Context: an optimization exercise on an open-source flow, tuned for small area and a short achievable clock period. The choices shown serve that exercise and are no tape-out recipe.
Function was checked by simulation only, so behaviour that the tests miss may differ from the original.
Power and IR drop assume default switching activity.

## sd_dma_sink
module sd_dma_sink #(
   parameter int FIFO_DEPTH_LOG2  = 6,
   parameter int BLOCK_BYTES_LOG2 = 9
) (
   input  logic                     clk,
   input  logic                     reset_n,
   input  logic [31:0]              wb_adr_i,
   input  logic [31:0]              wb_dat_i,
   input  logic [3:0]               wb_sel_i,
   input  logic                     wb_we_i,
   input  logic                     wb_cyc_i,
   input  logic                     wb_stb_i,
   input  logic [2:0]               wb_cti_i,
   input  logic [1:0]               wb_bte_i,
   output logic                     wb_ack_o,
   output logic [31:0]              wb_dat_o,
   input  logic                     flush,
   output logic [7:0]               out_data,
   output logic                     out_valid,
   input  logic                     out_ready,
   output logic                     block_done,
   output logic [FIFO_DEPTH_LOG2:0] fifo_level,
   output logic                     overflow_err
);
   localparam int unsigned DEPTH = 1 << FIFO_DEPTH_LOG2;
   localparam int          LW    = FIFO_DEPTH_LOG2 + 1;
   logic                        ack_q;      
   logic                        ovf_q;
   logic [LW-1:0]               level;      
   logic [31:0]                 st_x;       
   logic                        st_we;      
   logic                        byp_q;      
   logic                        byp2_q;     
   logic                        ph;         
   logic [DEPTH-1:0]            wslot;      
   logic [DEPTH-1:0]            rsel;       
   logic [31:0]                 mem [DEPTH];
   logic [31:0]                 hd_q;       
   logic [7:0]                  out_q;      
   logic [23:0]                 rem_q;      
   logic [1:0]                  idx_q;
   logic                        valid_q;
   logic [BLOCK_BYTES_LOG2-1:0] byte_cnt;
   logic                        done_q;
   logic req, take, push, accept, last_byte, pop, load;
   logic [31:0] head;
   assign req       = wb_cyc_i & wb_stb_i;
   assign take      = ~ack_q & req & ~level[LW-1] & ~flush;
   assign push      = take & wb_we_i & (wb_sel_i == 4'hF);
   assign accept    = valid_q & out_ready;
   assign last_byte = accept & (idx_q == 2'd3);
  ...
For scale: about 7000 cells after synthesis, roughly 130 I/O pins, about 76000 µm² of cells after synthesis.
Settings: LEC_CHECK=0, CAP_MARGIN=20, CORE_MARGIN=2, CORE_UTILIZATION=40, CTS_CLUSTER_DIAMETER=90, CTS_CLUSTER_SIZE=25, SETUP_SLACK_MARGIN=2.7, SLEW_MARGIN=20; clock period 5.0 ns.
standard.sh (not shown) runs the stock make flow with config.mk's settings and CLKGATE_MAP_FILE= SYNTH_SCRIPT=/design/flow/synth_recipe.tcl, a recipe that flattens the netlist after the stock synthesis.
==> flow/flow/run.sh <==
#!/bin/bash
# The standard layout (standard.sh) with two changes:
#  - the port buffers inserted during placement are sky130_fd_sc_hd__buf_4
#    (buffer_ports otherwise picks a delay cell on this platform);
#  - clock tree synthesis without dummy loads, sink clusters of at most 25
#    flip-flops within 90 um.
set -e
export BUFFER_PORTS_ARGS="-buffer_cell sky130_fd_sc_hd__buf_4"
export CTS_ARGS="-sink_clustering_enable -repair_clock_nets -sink_clustering_size 25 -sink_clustering_max_diameter 90 -dont_use_dummy_load"
bash standard.sh > standard_flow.log 2>&1
Next try:
==> flow/flow/run.sh (replaced) <==
#!/bin/bash
# The standard layout (standard.sh) with two changes:
#  - the port buffers inserted during placement are sky130_fd_sc_hd__buf_4
#    (buffer_ports otherwise picks a delay cell on this platform);
#  - clock tree synthesis without dummy loads, sink clusters of at most 20
#    flip-flops within 80 um.
set -e
export BUFFER_PORTS_ARGS="-buffer_cell sky130_fd_sc_hd__buf_4"
export CTS_ARGS="-sink_clustering_enable -repair_clock_nets -sink_clustering_size 20 -sink_clustering_max_diameter 80 -dont_use_dummy_load"
bash standard.sh > standard_flow.log 2>&1
CTS_CLUSTER_DIAMETER = 80   (was 90)
CTS_CLUSTER_SIZE = 20   (was 25)
Result: Routed wire length went up by 0.73%; total power went up by 3.7%; global-route usage went up by 0.32 points; design area went up by 0.91%; utilization went up by 0.40 points; count of clock-buffer cells in the layout went up by 32.

* * *

== the reference run ==
sd_dma_sink, a different RTL version from the one above (not shown whole).
Size in the first run: ~7200 cells after synthesis, about 2300 flip-flops, ~130 I/O pins.
export LEC_CHECK = 0
export CAP_MARGIN = 20
export CORE_MARGIN = 2
export CORE_UTILIZATION = 50
export CTS_CLUSTER_DIAMETER = 90
export CTS_CLUSTER_SIZE = 25
export SETUP_SLACK_MARGIN = 2.7
export SLEW_MARGIN = 20
create_clock -name core_clock -period 5.0 [get_ports {clk}]
==> flow/flow/run.sh <==
#!/bin/bash
# The standard layout (standard.sh) with two changes:
#  - the port buffers inserted during placement are sky130_fd_sc_hd__buf_4
#    (buffer_ports otherwise picks a delay cell on this platform);
#  - clock tree synthesis without dummy loads, sink clusters of at most 25
#    flip-flops within 90 um.
set -e
export BUFFER_PORTS_ARGS="-buffer_cell sky130_fd_sc_hd__buf_4"
export CTS_ARGS="-sink_clustering_enable -repair_clock_nets -sink_clustering_size 25 -sink_clustering_max_diameter 90 -dont_use_dummy_load"
bash standard.sh > standard_flow.log 2>&1
The reference run finished all stages; the layout is clean.
Here is what was changed in the inputs of the trial run compared with the reference run.
Settings: a change of SETUP_SLACK_MARGIN from 2.7 to 2.6.
### Flow results
- Compared with the reference run, the trial run degrades first-iteration DRC count.
- Looking at fraction of power consumed by combinational cells, the trial run sits below the reference run.
- NOTE: share of power burned in the clock network in the trial run exceeds that of the reference run
- The reference run -> the trial run: power decreased slightly
- Compared the reference run against the trial run; area of combinational cells with multiple inputs within noise.
- Side by side, ratio of cells with drive above 1 in the final layout turned out lower in the trial run than in the reference run.
- The trial run was carried through to the last stage, and its layout satisfied the timing, design-rule and antenna checks.
- Looking at layer carrying the most global-route usage, the met1 result is from the trial run; the met2 one comes from the reference run.
- Between the reference run and the trial run, the flow reports internal power contribution decreasing slightly.
- Summary of the comparison: routed wire length is lower in the trial run, relative to the reference run.

* * *

The RTL this note starts from:
==> flow/design.v <==
module sd_dma_sink #(
   parameter int FIFO_DEPTH_LOG2  = 6,
   parameter int BLOCK_BYTES_LOG2 = 9
) (
   input  logic                     clk,
   input  logic                     reset_n,
   input  logic [31:0]              wb_adr_i,
   input  logic [31:0]              wb_dat_i,
   input  logic [3:0]               wb_sel_i,
   input  logic                     wb_we_i,
   input  logic                     wb_cyc_i,
   input  logic                     wb_stb_i,
   input  logic [2:0]               wb_cti_i,
   input  logic [1:0]               wb_bte_i,
   output logic                     wb_ack_o,
   output logic [31:0]              wb_dat_o,
   input  logic                     flush,
   output logic [7:0]               out_data,
   output logic                     out_valid,
   input  logic                     out_ready,
   output logic                     block_done,
   output logic [FIFO_DEPTH_LOG2:0] fifo_level,
   output logic                     overflow_err
);
   localparam int unsigned DEPTH = 1 << FIFO_DEPTH_LOG2;
   localparam int          LW    = FIFO_DEPTH_LOG2 + 1;
   logic                        ack_q;      
   logic                        ovf_q;
   logic [LW-1:0]               level;      
   logic [31:0]                 st_x;       
   logic                        st_we;      
   logic                        byp_q;      
   logic                        byp2_q;     
   logic                        ph;         
   logic [DEPTH-1:0]            wslot;      
   logic [DEPTH-1:0]            rsel;       
   logic                        rs_q;       
   logic [31:0]                 mem [DEPTH];
   logic [31:0]                 hd_lo_q;    
   logic [31:0]                 hd_hi_q;    
   logic [7:0]                  out_q;      
   logic [23:0]                 rem_q;      
   logic [1:0]                  idx_q;
   logic                        valid_q;
   logic [BLOCK_BYTES_LOG2-1:0] byte_cnt;
   logic                        done_q;
   logic req, take, push, accept, last_byte, pop, load;
   logic [31:0] head;
   assign req       = wb_cyc_i & wb_stb_i;
   assign take      = ~ack_q & req & ~level[LW-1] & ~flush;
   assign push      = take & wb_we_i & (wb_sel_i == 4'hF);
   assign accept    = valid_q & out_ready;
   assign last_byte = accept & (idx_q == 2'd3);
   assign pop       = ~flush & (level != '0) & (~valid_q | last_byte);
   assign load      = (level != '0) & (~valid_q | (out_ready & (idx_q == 2'd3)));
   logic unused_bus;
   assign unused_bus = ^{wb_adr_i, wb_cti_i, wb_bte_i};
   always_ff @(posedge clk or negedge reset_n) begin
      if (!reset_n) begin
         ack_q <= 1'b0;
         ovf_q <= 1'b0;
      end else begin
         ack_q <= take;
         if (take & wb_we_i & (wb_sel_i != 4'hF)) ovf_q <= 1'b1;
      end
   end
   assign wb_ack_o     = ack_q;
   assign wb_dat_o     = '0;
   assign overflow_err = ovf_q;
   always_ff @(posedge clk or negedge reset_n) begin
      if (!reset_n) begin
         level  <= '0;
         st_we  <= 1'b0;
         byp_q  <= 1'b0;
         byp2_q <= 1'b0;
      end else begin
         st_we  <= push;
         byp_q  <= push & ((level == '0) | ((level == LW'(1)) & pop));
         byp2_q <= byp_q & ~pop & ~flush;
         if (flush) level <= '0;
         else case ({push, pop})
            2'b10:   level <= level + 1'b1;
            2'b01:   level <= level - 1'b1;
            default: level <= level;
         endcase
      end
   end
   always_ff @(posedge clk) begin
      if (push) st_x <= wb_dat_i ^ {32{~ph}};
   end
   assign fifo_level = level;
   logic [31:0] col;
   logic [31:0] rd_lo [DEPTH/2+1];
   logic [31:0] rd_hi [DEPTH/2+1];
   always_ff @(posedge clk or negedge reset_n) begin
      if (!reset_n) ph <= 1'b0;
      else          ph <= ~ph;
   end
   always_ff @(posedge clk or negedge reset_n) begin
      if (!reset_n) col <= '1;
      else          col <= push ? (wb_dat_i ^ {32{~ph}})
                                : {32{~level[LW-1] | pop | flush}};
   end
   always_ff @(posedge clk or negedge reset_n) begin
      if (!reset_n) rs_q <= 1'b1;
      else          rs_q <= 1'b0;
   end
   always_ff @(posedge clk) begin
      if (flush | rs_q) wslot <= DEPTH'(1);
      else if (st_we)   wslot <= {wslot[DEPTH-2:0], wslot[DEPTH-1]};
   end
   always_ff @(posedge clk) begin
      if (flush | rs_q) rsel <= DEPTH'(1);
      else if (pop)     rsel <= {rsel[DEPTH-2:0], rsel[DEPTH-1]};
   end
   logic [DEPTH-1:0] wrow;
   assign wrow = wslot | {{(DEPTH-1){1'b0}}, rs_q};
   for (genvar i = 0; i < DEPTH; i++) begin : g_row
      always_ff @(posedge clk) begin
         mem[i] <= ~(({32{wrow[i]}} & col) | mem[i]);
      end
   end
   assign rd_lo[0] = '0;
   assign rd_hi[0] = '0;
   for (genvar i = 0; i < DEPTH/2; i++) begin : g_rd
      assign rd_lo[i+1] = rd_lo[i] | (mem[i] & {32{rsel[i]}});
      assign rd_hi[i+1] = rd_hi[i] | (mem[DEPTH/2+i] & {32{rsel[DEPTH/2+i]}});
   end
   always_ff @(posedge clk) begin
      hd_lo_q <= rd_lo[DEPTH/2];
      hd_hi_q <= rd_hi[DEPTH/2];
   end
   assign head = ((byp_q | byp2_q) ? st_x : (hd_lo_q | hd_hi_q)) ^ {32{~byp_q ^ ph}};
   always_ff @(posedge clk or negedge reset_n) begin
      if (!reset_n) begin
         idx_q   <= '0;
         valid_q <= 1'b0;
      end else if (flush) begin
         idx_q   <= '0;
         valid_q <= 1'b0;
      end else if (pop) begin
         idx_q   <= '0;
         valid_q <= 1'b1;
      end else if (accept) begin
         idx_q <= idx_q + 1'b1;
         if (idx_q == 2'd3) valid_q <= 1'b0;
      end
   end
   always_ff @(posedge clk) begin
      if (load) begin
         rem_q <= head[31:8];
      end else if (out_ready) begin
         rem_q[15:0] <= rem_q[23:8];
      end
   end
   logic sel_ld, sel_sh, sel_hd;
   assign sel_ld = load;
   assign sel_sh = ~load & out_ready;
   assign sel_hd = ~load & ~out_ready;
   always_ff @(posedge clk) begin
      out_q <= (head[7:0] & {8{sel_ld}}) | (rem_q[7:0] & {8{sel_sh}}) |
               (out_q & {8{sel_hd}});
   end
   assign out_data  = out_q;
   assign out_valid = valid_q;
   always_ff @(posedge clk or negedge reset_n) begin
      if (!reset_n) begin
         byte_cnt <= '0;
         done_q   <= 1'b0;
      end else if (flush) begin
         byte_cnt <= '0;
         done_q   <= 1'b0;
      end else begin
         done_q <= accept & (byte_cnt == '1);
         if (accept) byte_cnt <= byte_cnt + 1'b1;
      end
   end
   assign block_done = done_q;
endmodule
export LEC_CHECK = 0
export CAP_MARGIN = 20
export CORE_MARGIN = 2
export CORE_UTILIZATION = 65
export CTS_CLUSTER_DIAMETER = 90
export CTS_CLUSTER_SIZE = 25
export SETUP_SLACK_MARGIN = 2.75
export SLEW_MARGIN = 20
create_clock -name core_clock -period 5.0 [get_ports {clk}]
Scripts as last shown in full above: flow/flow/run.sh
The starting point finished clean.
Then changed:
SETUP_SLACK_MARGIN = 2.7   (was 2.75)
Clock-buffer cell count is unchanged.
Clock skew went up by 0.0061 ns.
Die area does not change.
Worst setup slack loses 0.015 ns.
Hold slack barely changes.
Final cell count barely changes.
Critical path depth does not change.
Wire length is lower slightly.
Total power barely changes.
Sequential power hardly moves.

-- afterwards: timing with drivers on the ports --
How much do the figures lean on ideal ports? The routed layouts below were timed once more, with nothing changed but the port constraints.
Step 1 (the two cells are an assumption about what drives the block):
set clk [get_ports {clk}]
set_driving_cell -lib_cell sky130_fd_sc_hd__clkbuf_16 $clk
set_driving_cell -lib_cell sky130_fd_sc_hd__buf_2 [delete_from_list [all_inputs] $clk]
Step 2 moves the port delays by t, midway between the first and last clock arrival at a register: inputs arrive t later, outputs are due t later. That takes back most of the time a late clock gives input paths.
Three values: ideal, step 1, step 2; two values: the first two.
run	shift t [ns]	slack for setup (ns)	cell pins on the clock port's net
the first run of note 1	0.826	2.579 / 2.533 / 1.981	1
the second run of note 1	0.898	2.590 / 2.497 / 1.952	1
the reference run	0.845	2.633 / 2.573 / 2.018	1
the trial run	0.832	2.552 / 2.552 / 2.029	1
the first run of note 3	0.810	2.684 / 2.604 / 2.162	1
the second run of note 3	0.809	2.669 / 2.589 / 2.245	1
After both steps every run listed still meets setup and hold. The setup slack of the second run of note 1, which loses most, moves by -0.093 ns with the drivers and by -0.638 ns with both steps.
